From an optimization exercise on the open Yosys and OpenROAD flow, aimed at small area; shortcuts taken in it are not production practice.
The RTL was checked by simulation tests, not by an equivalence proof against the original design.
Power figures rest on the tool's default switching activity, not on a simulated workload.

--- flow/design.v ---
package space_pkg;
  typedef logic [9:0] coord_t;   
  typedef logic [9:0] score_t;   
  localparam coord_t H_ACTIVE     = 10'd640;
  localparam coord_t H_TOTAL      = 10'd800;
  localparam coord_t H_SYNC_START = 10'd656;
  localparam coord_t H_SYNC_END   = 10'd752;
  localparam coord_t V_ACTIVE     = 10'd480;
  localparam coord_t V_TOTAL      = 10'd525;
  localparam coord_t V_SYNC_START = 10'd490;
  localparam coord_t V_SYNC_END   = 10'd492;
  localparam int     NUM_ROWS      = 5;
  localparam int     NUM_COLS      = 11;
  localparam coord_t ALIEN_SIZE    = 10'd24;    
  localparam coord_t ALIEN_PITCH_X = 10'd30;
  localparam coord_t ALIEN_PITCH_Y = 10'd32;
  localparam coord_t GRID_X0       = 10'd70;
  localparam coord_t GRID_Y0       = 10'd150;
  localparam coord_t MARCH_MAX     = 10'd100;
  localparam coord_t SHOOTER_Y       = 10'd460;
  localparam coord_t SHOOTER_START_X = 10'd253;
  localparam coord_t SHOOTER_MIN_X   = 10'd10;
  localparam coord_t SHOOTER_MAX_X   = 10'd528;
  localparam coord_t SHOOTER_STEP    = 10'd10;
  localparam coord_t BULLET_W        = 10'd4;
  localparam coord_t BULLET_H        = 10'd8;
  localparam coord_t BULLET_START_Y  = 10'd460;
  localparam coord_t DIGIT_Y    = 10'd20;
  localparam logic [29:0] DIGIT_X = {   
    10'd90,
    10'd60,
    10'd30
  };
  localparam logic [63:0] SPRITE_SMALL = {   
    8'b10000001,
    8'b01000010,
    8'b00100100,
    8'b11111111,
    8'b11011011,
    8'b01111110,
    8'b00111100,
    8'b00011000
  };
  localparam logic [143:0] SPRITE_MEDIUM = {   
    12'b000000000000,
    12'b100000000100,
    12'b010000001000,
    12'b001100110000,
    12'b101000000010,
    12'b101001100010,
    12'b101111111010,
    12'b111111111110,
    12'b011011101100,
    12'b001111111000,
    12'b000111110000,
    12'b000011100000
  };
  localparam logic [99:0] SPRITE_LARGE = {   
    10'b0111111110,
    10'b1100000110,
    10'b1000000010,
    10'b0100000100,
    10'b0010010010,
    10'b0111111110,
    10'b1111111111,
    10'b1101101101,
    10'b0111111110,
    10'b0011111100
  };
  localparam logic [69:0] SEG_FONT = {   
    7'b1101111,
    7'b1111111,
    7'b0000111,
    7'b1111101,
    7'b1101101,
    7'b1100110,
    7'b1001111,
    7'b1011011,
    7'b0000110,
    7'b0111111
  };
  localparam logic [8:0] ROW_COLOR = {   
    3'b110,
    3'b101,
    3'b011
  };
  localparam logic [49:0] ROW_POINTS = {   
    10'd10,
    10'd10,
    10'd20,
    10'd20,
    10'd30
  };
endpackage
module vga_timing (
  input  logic              clk,
  input  logic              rst_n,
  output space_pkg::coord_t o_hpos,
  output space_pkg::coord_t o_vpos,
  output logic              o_active,
  output logic              o_hsync,
  output logic              o_vsync
);
  logic h_last;   
  logic v_last;   
  assign h_last = (o_hpos == space_pkg::H_TOTAL - 10'd1);
  assign v_last = (o_vpos == space_pkg::V_TOTAL - 10'd1);
  always_ff @(posedge clk or negedge rst_n) begin
    if (!rst_n) begin
      o_hpos <= '0;
      o_vpos <= '0;
    end else begin
      o_hpos <= h_last ? '0 : o_hpos + 10'd1;
      if (h_last) begin
        o_vpos <= v_last ? '0 : o_vpos + 10'd1;   
      end
    end
  end
  assign o_active = (o_hpos < space_pkg::H_ACTIVE) && (o_vpos < space_pkg::V_ACTIVE);
  assign o_hsync  = !((o_hpos >= space_pkg::H_SYNC_START) && (o_hpos < space_pkg::H_SYNC_END));   
  assign o_vsync  = !((o_vpos >= space_pkg::V_SYNC_START) && (o_vpos < space_pkg::V_SYNC_END));   
endmodule
module player_control #(
  parameter int MOVE_DIV   = 500000,
  parameter int BULLET_DIV = 3000
) (
  input  logic              clk,
  input  logic              rst_n,
  input  logic              i_right,
  input  logic              i_left,
  input  logic              i_fire,
  input  logic              i_restart,
  input  logic              i_hit,
  input  logic              i_won,
  output space_pkg::coord_t o_shooter_x,
  output space_pkg::coord_t o_bullet_x,
  output space_pkg::coord_t o_bullet_y,
  output logic              o_bullet_active
);
  localparam int MOVE_CW   = $clog2(MOVE_DIV + 1);
  localparam int BULLET_CW = $clog2(BULLET_DIV + 1);
  localparam logic [1:0] DIR_IDLE  = 2'd0;
  localparam logic [1:0] DIR_LEFT  = 2'd1;
  localparam logic [1:0] DIR_RIGHT = 2'd2;
  logic                 right_q, left_q, fire_q;   
  logic                 right_rise, left_rise, fire_rise;
  logic [1:0]           dir;
  logic [MOVE_CW-1:0]   move_cnt;
  logic [BULLET_CW-1:0] bullet_cnt;
  logic                 move_tick, bullet_tick;
  logic                 start;
  assign right_rise  = i_right & ~right_q;
  assign left_rise   = i_left & ~left_q;
  assign fire_rise   = i_fire & ~fire_q;
  assign start       = i_restart | i_won;   
  assign move_tick   = (move_cnt == MOVE_CW'(MOVE_DIV - 1));
  assign bullet_tick = (bullet_cnt == BULLET_CW'(BULLET_DIV - 1));
  always_ff @(posedge clk or negedge rst_n) begin
    if (!rst_n) begin
      right_q <= 1'b0;
      left_q  <= 1'b0;
      fire_q  <= 1'b0;
      dir     <= DIR_IDLE;
    end else begin
      right_q <= i_right;
      left_q  <= i_left;
      fire_q  <= i_fire;
      if (right_rise) begin
        dir <= DIR_RIGHT;
      end else if (left_rise) begin
        dir <= DIR_LEFT;
      end else if (!i_right && !i_left) begin
        dir <= DIR_IDLE;
      end
    end
  end
  always_ff @(posedge clk or negedge rst_n) begin
    if (!rst_n) begin
      o_shooter_x <= space_pkg::SHOOTER_START_X;
      move_cnt    <= '0;
    end else if (start) begin
      o_shooter_x <= space_pkg::SHOOTER_START_X;
      move_cnt    <= '0;
    end else begin
      move_cnt <= move_tick ? '0 : move_cnt + 1'b1;
      if (move_tick && dir == DIR_RIGHT) begin
        o_shooter_x <= (o_shooter_x + space_pkg::SHOOTER_STEP <= space_pkg::SHOOTER_MAX_X) ?
                       o_shooter_x + space_pkg::SHOOTER_STEP : space_pkg::SHOOTER_MAX_X;   
      end else if (move_tick && dir == DIR_LEFT) begin
        o_shooter_x <= (o_shooter_x >= space_pkg::SHOOTER_MIN_X + space_pkg::SHOOTER_STEP) ?
                       o_shooter_x - space_pkg::SHOOTER_STEP : space_pkg::SHOOTER_MIN_X;   
      end
    end
  end
  always_ff @(posedge clk or negedge rst_n) begin
    if (!rst_n) begin
      o_bullet_active <= 1'b0;
      o_bullet_x      <= '0;
      o_bullet_y      <= '0;
      bullet_cnt      <= '0;
    end else if (start || i_hit) begin
      o_bullet_active <= 1'b0;   
      bullet_cnt      <= '0;
    end else if (o_bullet_active) begin
      bullet_cnt <= bullet_tick ? '0 : bullet_cnt + 1'b1;
      if (bullet_tick) begin
        if (o_bullet_y == '0) begin
          o_bullet_active <= 1'b0;   
        end else begin
          o_bullet_y <= o_bullet_y - 10'd1;
        end
      end
    end else if (fire_rise) begin
      o_bullet_active <= 1'b1;
      o_bullet_x      <= o_shooter_x + 10'd4;   
      o_bullet_y      <= space_pkg::BULLET_START_Y;
      bullet_cnt      <= '0;
    end
  end
endmodule
module alien_fleet #(
  parameter int MARCH_DIV = 50000
) (
  input  logic              clk,
  input  logic              rst_n,
  input  logic              i_restart,
  input  space_pkg::coord_t i_bullet_x,
  input  space_pkg::coord_t i_bullet_y,
  input  logic              i_bullet_active,
  output logic              o_hit,
  output logic              o_won,
  output logic [space_pkg::NUM_ROWS*space_pkg::NUM_COLS-1:0] o_alive,
  output space_pkg::coord_t o_march_x,
  output space_pkg::score_t o_score
);
  localparam int NUM_ALIENS = space_pkg::NUM_ROWS * space_pkg::NUM_COLS;
  localparam int MARCH_CW   = $clog2(MARCH_DIV + 1);
  logic [MARCH_CW-1:0] march_cnt;
  logic                march_right;   
  logic [5:0]          remaining;     
  logic                hit_found;
  logic [5:0]          hit_idx;
  logic [2:0]          hit_row;
  space_pkg::coord_t   ax, ay;        
  logic [NUM_ALIENS-1:0] overlap;     
  logic                start;
  assign start = i_restart | o_won;
  always_comb begin
    ax = '0;
    ay = '0;
    for (int r = 0; r < space_pkg::NUM_ROWS; r++) begin
      for (int c = 0; c < space_pkg::NUM_COLS; c++) begin
        ax = space_pkg::GRID_X0 + space_pkg::coord_t'(c) * space_pkg::ALIEN_PITCH_X + o_march_x;
        ay = space_pkg::GRID_Y0 + space_pkg::coord_t'(r) * space_pkg::ALIEN_PITCH_Y;
        overlap[r*space_pkg::NUM_COLS+c] = o_alive[r*space_pkg::NUM_COLS+c] &&
            i_bullet_x + space_pkg::BULLET_W >= ax && i_bullet_x <= ax + space_pkg::ALIEN_SIZE &&
            i_bullet_y <= ay + space_pkg::ALIEN_SIZE && i_bullet_y + space_pkg::BULLET_H >= ay;
      end
    end
  end
  always_comb begin
    hit_found = 1'b0;
    hit_idx   = '0;
    hit_row   = '0;
    for (int i = NUM_ALIENS - 1; i >= 0; i--) begin
      if (overlap[i]) begin
        hit_found = 1'b1;
        hit_idx   = 6'(i);
        hit_row   = 3'(i / space_pkg::NUM_COLS);
      end
    end
    hit_found = hit_found & i_bullet_active & ~o_hit;
  end
  always_ff @(posedge clk or negedge rst_n) begin
    if (!rst_n) begin
      o_alive   <= '1;
      remaining <= 6'(NUM_ALIENS);
      o_score   <= '0;
      o_hit     <= 1'b0;
      o_won     <= 1'b0;
    end else if (start) begin
      o_alive   <= '1;   
      remaining <= 6'(NUM_ALIENS);
      o_score   <= '0;
      o_hit     <= 1'b0;
      o_won     <= 1'b0;
    end else begin
      o_hit <= hit_found;
      o_won <= (remaining == '0);   
      if (hit_found) begin
        o_alive[hit_idx] <= 1'b0;
        remaining        <= remaining - 6'd1;
        o_score          <= o_score + space_pkg::ROW_POINTS[hit_row*10 +: 10];
      end
    end
  end
  always_ff @(posedge clk or negedge rst_n) begin
    if (!rst_n) begin
      o_march_x   <= '0;
      march_right <= 1'b1;
      march_cnt   <= '0;
    end else if (start) begin
      o_march_x   <= '0;
      march_right <= 1'b1;
      march_cnt   <= '0;
    end else if (march_cnt == MARCH_CW'(MARCH_DIV - 1)) begin
      march_cnt <= '0;
      if (march_right) begin
        if (o_march_x < space_pkg::MARCH_MAX) o_march_x <= o_march_x + 10'd1;
        else march_right <= 1'b0;   
      end else begin
        if (o_march_x > '0) o_march_x <= o_march_x - 10'd1;
        else march_right <= 1'b1;
      end
    end else begin
      march_cnt <= march_cnt + 1'b1;
    end
  end
endmodule
module frame_renderer (
  input  logic              clk,
  input  logic              rst_n,
  input  space_pkg::coord_t i_hpos,
  input  space_pkg::coord_t i_vpos,
  input  logic              i_active,
  input  logic              i_hsync,
  input  logic              i_vsync,
  input  logic [space_pkg::NUM_ROWS*space_pkg::NUM_COLS-1:0] i_alive,
  input  space_pkg::coord_t i_march_x,
  input  space_pkg::coord_t i_shooter_x,
  input  space_pkg::coord_t i_bullet_x,
  input  space_pkg::coord_t i_bullet_y,
  input  logic              i_bullet_active,
  input  space_pkg::score_t i_score,
  output logic              o_red,
  output logic              o_green,
  output logic              o_blue,
  output logic              o_hsync,
  output logic              o_vsync
);
  localparam space_pkg::coord_t DIGIT_W = 10'd10;
  localparam space_pkg::coord_t DIGIT_H = 10'd14;
  logic [2:0] alien_rgb;    
  logic       shooter_pix, bullet_pix, score_pix;
  logic [3:0] digit [3];    
  space_pkg::coord_t ax, ay, dx, dy;
  space_pkg::coord_t sdx, sdy;   
  logic       red, green, blue;
  function automatic logic sprite_bit(input int cls, input logic [3:0] sx, input logic [3:0] sy);
    case (cls)
      0:       sprite_bit = (sx < 4'd8 && sy < 4'd8) ? space_pkg::SPRITE_SMALL[{sy[2:0], sx[2:0]}] : 1'b0;
      1:       sprite_bit = (sx < 4'd12 && sy < 4'd12) ? space_pkg::SPRITE_MEDIUM[8'(sy) * 8'd12 + 8'(sx)] : 1'b0;
      default: sprite_bit = (sx < 4'd10 && sy < 4'd10) ? space_pkg::SPRITE_LARGE[7'(sy) * 7'd10 + 7'(sx)] : 1'b0;
    endcase
  endfunction
  function automatic logic seg_bit(input logic [6:0] s, input space_pkg::coord_t x, input space_pkg::coord_t y);
    logic mid_x;
    mid_x = (x >= 10'd2 && x < 10'd8);
    seg_bit = (s[0] && y < 10'd2 && mid_x) ||
           (s[1] && x >= 10'd8 && y >= 10'd2 && y < 10'd7) ||
           (s[2] && x >= 10'd8 && y >= 10'd7 && y < 10'd12) ||
           (s[3] && y >= 10'd12 && mid_x) ||
           (s[4] && x < 10'd2 && y >= 10'd7 && y < 10'd12) ||
           (s[5] && x < 10'd2 && y >= 10'd2 && y < 10'd7) ||
           (s[6] && y >= 10'd7 && y < 10'd9 && mid_x);
  endfunction
  always_comb begin
    alien_rgb = '0;
    ax        = '0;
    ay        = '0;
    dx        = '0;
    dy        = '0;
    for (int r = 0; r < space_pkg::NUM_ROWS; r++) begin
      for (int c = 0; c < space_pkg::NUM_COLS; c++) begin
        ax = space_pkg::GRID_X0 + space_pkg::coord_t'(c) * space_pkg::ALIEN_PITCH_X + i_march_x;
        ay = space_pkg::GRID_Y0 + space_pkg::coord_t'(r) * space_pkg::ALIEN_PITCH_Y;
        dx = i_hpos - ax;
        dy = i_vpos - ay;
        if (i_alive[r*space_pkg::NUM_COLS+c] && i_hpos >= ax && dx < space_pkg::ALIEN_SIZE &&
            i_vpos >= ay && dy < space_pkg::ALIEN_SIZE &&
            sprite_bit((r == 0) ? 0 : (r < 3) ? 1 : 2, dx[4:1], dy[4:1])) begin
          alien_rgb = space_pkg::ROW_COLOR[((r == 0) ? 0 : (r < 3) ? 1 : 2)*3 +: 3];
        end
      end
    end
  end
  assign shooter_pix =
    (i_vpos >= space_pkg::SHOOTER_Y && i_vpos < space_pkg::SHOOTER_Y + 10'd2 &&
     i_hpos >= i_shooter_x + 10'd6 && i_hpos < i_shooter_x + 10'd14) ||
    (i_vpos >= space_pkg::SHOOTER_Y + 10'd2 && i_vpos < space_pkg::SHOOTER_Y + 10'd8 &&
     i_hpos >= i_shooter_x + 10'd8 && i_hpos < i_shooter_x + 10'd12) ||
    (i_vpos >= space_pkg::SHOOTER_Y + 10'd8 && i_vpos < space_pkg::SHOOTER_Y + 10'd10 &&
     i_hpos >= i_shooter_x + 10'd4 && i_hpos < i_shooter_x + 10'd16);
  assign bullet_pix = i_bullet_active &&
                      i_hpos >= i_bullet_x && i_hpos < i_bullet_x + space_pkg::BULLET_W &&
                      i_vpos >= i_bullet_y && i_vpos < i_bullet_y + space_pkg::BULLET_H;
  always_comb begin
    digit[0]  = 4'(i_score / 10'd100);
    digit[1]  = 4'((i_score / 10'd10) % 10'd10);
    digit[2]  = 4'(i_score % 10'd10);
    score_pix = 1'b0;
    sdx       = '0;
    sdy       = i_vpos - space_pkg::DIGIT_Y;
    for (int d = 0; d < 3; d++) begin
      sdx = i_hpos - space_pkg::DIGIT_X[d*10 +: 10];
      if (i_hpos >= space_pkg::DIGIT_X[d*10 +: 10] && sdx < DIGIT_W && i_vpos >= space_pkg::DIGIT_Y && sdy < DIGIT_H &&
          seg_bit(space_pkg::SEG_FONT[digit[d]*7 +: 7], sdx, sdy)) begin
        score_pix = 1'b1;
      end
    end
  end
  assign red   = alien_rgb[2] | bullet_pix | score_pix;
  assign green = alien_rgb[1] | bullet_pix | shooter_pix;
  assign blue  = alien_rgb[0] | bullet_pix | shooter_pix;
  always_ff @(posedge clk or negedge rst_n) begin
    if (!rst_n) begin
      o_red   <= 1'b0;
      o_green <= 1'b0;
      o_blue  <= 1'b0;
      o_hsync <= 1'b1;
      o_vsync <= 1'b1;
    end else begin
      o_red   <= i_active & red;     
      o_green <= i_active & green;
      o_blue  <= i_active & blue;
      o_hsync <= i_hsync;
      o_vsync <= i_vsync;
    end
  end
endmodule
module invaders_top #(
  parameter int MOVE_DIV   = 64,
  parameter int BULLET_DIV = 4,
  parameter int MARCH_DIV  = 256
) (
  input  logic              clk,
  input  logic              rst_n,
  input  logic              i_right,
  input  logic              i_left,
  input  logic              i_fire,
  input  logic              i_restart,
  output logic              o_hsync,
  output logic              o_vsync,
  output logic              o_red,
  output logic              o_green,
  output logic              o_blue,
  output space_pkg::score_t o_score,
  output logic              o_won
);
  space_pkg::coord_t hpos, vpos;
  logic   active, hsync_raw, vsync_raw;   
  space_pkg::coord_t shooter_x, bullet_x, bullet_y, march_x;
  logic   bullet_active, hit;
  logic [space_pkg::NUM_ROWS*space_pkg::NUM_COLS-1:0] alive;
  vga_timing u_timing (
    .clk      (clk),
    .rst_n    (rst_n),
    .o_hpos   (hpos),
    .o_vpos   (vpos),
    .o_active (active),
    .o_hsync  (hsync_raw),
    .o_vsync  (vsync_raw)
  );
  player_control #(
    .MOVE_DIV   (MOVE_DIV),
    .BULLET_DIV (BULLET_DIV)
  ) u_player (
    .clk             (clk),
    .rst_n           (rst_n),
    .i_right         (i_right),
    .i_left          (i_left),
    .i_fire          (i_fire),
    .i_restart       (i_restart),
    .i_hit           (hit),
    .i_won           (o_won),
    .o_shooter_x     (shooter_x),
    .o_bullet_x      (bullet_x),
    .o_bullet_y      (bullet_y),
    .o_bullet_active (bullet_active)
  );
  alien_fleet #(
    .MARCH_DIV (MARCH_DIV)
  ) u_fleet (
    .clk             (clk),
    .rst_n           (rst_n),
    .i_restart       (i_restart),
    .i_bullet_x      (bullet_x),
    .i_bullet_y      (bullet_y),
    .i_bullet_active (bullet_active),
    .o_hit           (hit),
    .o_won           (o_won),
    .o_alive         (alive),
    .o_march_x       (march_x),
    .o_score         (o_score)
  );
  frame_renderer u_render (
    .clk             (clk),
    .rst_n           (rst_n),
    .i_hpos          (hpos),
    .i_vpos          (vpos),
    .i_active        (active),
    .i_hsync         (hsync_raw),
    .i_vsync         (vsync_raw),
    .i_alive         (alive),
    .i_march_x       (march_x),
    .i_shooter_x     (shooter_x),
    .i_bullet_x      (bullet_x),
    .i_bullet_y      (bullet_y),
    .i_bullet_active (bullet_active),
    .i_score         (o_score),
    .o_red           (o_red),
    .o_green         (o_green),
    .o_blue          (o_blue),
    .o_hsync         (o_hsync),
    .o_vsync         (o_vsync)
  );
endmodule
--- flow/run.sh ---
#!/bin/bash
# synth_recipe.tcl (not shown) runs the flow's synth.tcl, then flattens the netlist and writes it again
# the make line also repeats each setting of config.mk as NAME=value (left out here)
make -C /OpenROAD-flow-scripts/flow DESIGN_CONFIG=/design/flow/config.mk WORK_HOME=/design/flow/orfs CLKGATE_MAP_FILE= SYNTH_SCRIPT=/design/flow/synth_recipe.tcl finish
--- flow/config.mk ---
export PLATFORM = sky130hd
export DESIGN_NAME = invaders_top
export DESIGN_NICKNAME = invaders_top
export VERILOG_FILES = /design/flow/design.v
export SDC_FILE = /design/flow/constraint.sdc
export NUM_CORES = 4
export LEC_CHECK = 0
export CAP_MARGIN = 20
export CORE_MARGIN = 2
export CORE_UTILIZATION = 40
export SLEW_MARGIN = 20
--- flow/constraint.sdc ---
create_clock -name core_clock -period 20.0 [get_ports {clk}]
set_input_delay 4.0000 -clock core_clock [delete_from_list [all_inputs] [get_ports {clk}]]
set_output_delay 4.0000 -clock core_clock [all_outputs]
set_load 0.01 [all_outputs]
==> flow_summary.json <==
{
  "worst_pin_slew_ns": 1.20,
  "drc": 0,
  "die_h_um": 295,
  "cts_max_path_buffers": 2,
  "finalWorstSetupSlack_ns": 12.28,
  "fp.coreArea_um2": 83700,
  "syn_nets": 5044,
  "maxCapViolCount": 0,
  "path_common_cell": "ha_1",
  "synth_flop_cell": "dfrtp_1",
  "dp_worst_setup_slack_ns": 12.50,
  "final_util_pct": 43.1,
  "endpoint_kind": "flop",
  "cp.arrival_ns": 8.08,
  "slew_viol_final": 0,
  "totalWireLength_um": 120000,
  "antenna_found_initial": 2,
  "max_slew_margin_pct": 19.0,
  "grt_pass1_vias": 31100,
  "detail_route.first_pass.iterations": 6,
  "start_util_pct": 40.4,
  "ys_ff_latch": 164,
  "clkLatencyLatePin_ns": 0.51,
  "yosysTopAreaCell": "ha_1",
  "place.gp.congestion": 1.02,
  "path_max_fanout": 20,
  "clock-root-buffer": "clkbuf_16",
  "clock-sinks": 164,
  "num_io_pins": 22,
  "syn_inst": 4476,
  "diodes": 0,
  "rsz0062_at_grt": "false",
  "cts_tree": "yes",
  "hold_violations": 0,
  "grt_start_max_net_pins": 100,
  "min_path_type": "flop to flop",
  "finClkSkew_ns": 0.0183,
  "die_x_um": 295,
  "drtAntennaViolNets": 0,
  "avgSynthCellArea_um2": 7.56,
  "dpl_cell_area_um2": 35500,
  "min_period_ns": 7.72,
  "route.vias.total": 33400,
  "initialDrtViolationCount": 2897,
  "ctsResizeCount": 0,
  "fin_nets": 4985,
  "overflow": 0,
  "critPathTopFamily": "simple AND/OR/NAND/NOR gates",
  "vias_per_cell": 6.01,
  "status": "finished clean",
  "wire_per_inst_um": 21.6,
  "power_density_nw_per_um2": 33.4,
  "leakagePower_nw": 16.1,
  "ys_types": 107,
  "h-tree-depth": 4,
  "port_buffers": 21,
  "cts_setup_buffers": 0,
  "yosys-top-cells-area": "ha_1 20%, dfrtp_1 7.0%, xnor2_1 6.7%",
  "critPathBufInv": 1,
  "ys_async_sr_fraction_pct": 100,
  "cts.reportedPaths.clkPinSlew_ns": 0.08,
  "track_usage_pct": 27.1,
  "finalCritPeriodShare_pct": 38.6,
  "die_area_um2": 86900,
  "start_kind": "flop",
  "area_delta_synth_final_pct": 6.56,
  "std_cell_rows": 106,
  "layout-drive-gt1-share_pct": 6.50,
  "synth_edf_count": 0,
  "cpPeakStageDelay_ns": 0.92,
  "slowest_stage": "dfrtp_1",
  "finalPower_w": 0.00120,
  "finalSetupViolCount": 0,
  "hpwl_um": 93000,
  "tns_ns": 0,
  "syn_area_um2": 33800,
  "peakVddDrop_mv": 0.0824,
  "synth_top_area_share_pct": 19.9,
  "grt_pass1_wl_um": 184000,
  "finalInstanceArea_um2": 36100,
  "cts_made_buffers": 17,
  "max_freq_mhz": 130,
  "required_ns": 20.37,
  "cts-hold-fix-buffers": 0,
  "yosysWarningCount": 5,
  "seq_area_frac_synth_pct": 12.4,
  "crit_type": "flop to flop"
}
sequential cells by signal, indices dropped and copies added, names as in the netlist, 10 cells and up:
name,flops
u_timing.o_vpos,10
u_fleet.o_march_x,10
u_fleet.o_alive,55
u_player.o_shooter_x,10
u_player.o_bullet_x,10
u_fleet.o_score,10
u_player.o_bullet_y,10
u_timing.o_hpos,10
cells in the mapped netlist, types with 22 or more instances:
cell type  count
ha_1         537
o31ai_1       24
o22ai_1       24
o21ai_0      311
mux2i_1       61
fa_1          25
nor4_1        31
clkbuf_1     156
inv_1        206
or3_1         27
nor2b_1      102
dfstp_2       70
nand3_1      145
and3_1        25
o211ai_1      39
nand2_1      379
a21o_1       131
xnor2_1      260
o21a_1        32
nor2_1       395
nand2b_1      75
dfrtp_1       94
xor2_1       143
mux4_2        22
nor3_1        89
o21bai_1      29
and2_1        34
a22oi_1       32
nand4_1       58
a211oi_1      41
a31oi_1       43
a2111oi_0     29
a21oi_1      429
layout by cell type (no fill, tap or decap), drive strengths merged, types with 89 or more instances in the layout:
cell type  synthesis  routed
xnor2            260     260
dfrtp             94      94
ha               537     537
o21ai            314     314
nor2             395     395
a21o             131     131
xor2             143     143
buf               31      89
nand3            146     146
nand2            379     379
a21oi            432     432
nor2b            102     102
inv              212     218
nor3              90      90
area by class of cell:
type / count / area, µm²
clock inverter: 14 / 163
multi-input combinational: 3908 / 28200
clock buffer: 18 / 439
inverter: 217 / 815
timing repair buffer: 109 / 872
fill: 8529 / 47600
tap: 1134 / 1420
sequential: 164 / 4190
metal layers:
| layer | vias up | global-route usage [%] | wire length (µm) |
|---|---|---|---|
| li1 | 16300 | - | - |
| met1 | 15900 | 35.9 | 54200 |
| met2 | 1029 | 44.3 | 54400 |
| met3 | 219 | 3.80 | 6570 |
| met4 | 2 | 10.4 | 4810 |
| met5 | - | 0 | 13 |
worst paths after layout:
path | start | cells past startpoint | slack [ns] | endpoint
worst max-delay path | u_fleet.o_march_x[3]$_DFFE_PN0P_ | 30 | 12.28 | u_fleet.o_score[9]$_DFFE_PN0P_
worst min-delay path | u_player.move_cnt[0]$_DFF_PN0_ | 1 | 0.46 | u_player.move_cnt[0]$_DFF_PN0_
worst max register to register | u_fleet.o_march_x[3]$_DFFE_PN0P_ | 30 | 12.28 | u_fleet.o_score[9]$_DFFE_PN0P_
worst min register to register | u_player.move_cnt[0]$_DFF_PN0_ | 1 | 0.46 | u_player.move_cnt[0]$_DFF_PN0_
max in group asynchronous | rst_n | 2 | 14.92 | u_fleet.o_score[2]$_DFFE_PN0P_
min in group asynchronous | rst_n | 1 | 3.59 | u_fleet.remaining[3]$_DFFE_PN0P_
kinds of logic (layout without fill, tap and decap cells):
| logic type | Yosys count | in the layout | share of synthesized area, % |
|---|---|---|---|
| adder cells (fa/ha/maj) | 565 | 565 | 21.4 |
| XOR/XNOR | 403 | 403 | 10.4 |
| AO/OA/AOI/OAI | 1385 | 1385 | 26.5 |
| multiplexers | 102 | 102 | 3.90 |
| buffers and inverters | 404 | 358 | 4.57 |
| AND/OR/NAND/NOR | 1453 | 1453 | 20.8 |
| flip-flops | 164 | 164 | 12.4 |
stage by stage:
step | hold slack [ns] | std cells
after floorplan | 0.431 | 4476
after global placement | 0.452 | 5532
after detailed placement | 0.452 | 5532
after CTS | 0.462 | 5564
after global routing | 0.496 | 5564
final | 0.461 | 5564
power breakdown:
part | switching (W) | leakage [nW] | internal (W)
Sequential | 0.0000211 | 1.98 | 0.000344
Combinational | 0.000318 | 13.8 | 0.000176
Clock | 0.000175 | 0.294 | 0.000170
Total | 0.000514 | 16.1 | 0.000690

==> static timing again, ports no longer ideal <==
How much do the figures lean on ideal ports? The routed layout below was timed once more, with nothing changed but the port constraints. Step 1: set_driving_cell puts a clkbuf_16 on clk and a buf_2 on each other input, an assumption about the parent block. Step 2 also shifts input and output timing later by t, the mid clock arrival at the registers, as if the neighbouring blocks saw the same clock. Slacks: ideal ports / drivers / drivers and shift; pairs: ideal ports / drivers.
t (ns): 0.566
slack for setup (ns): 12.283 / 12.283 / 12.283
worst setup path at the end: register to register
After both steps setup and hold are still met in this run. For this run, drivers alone change the setup slack by 0.000 ns; drivers and shift together by 0.000 ns.
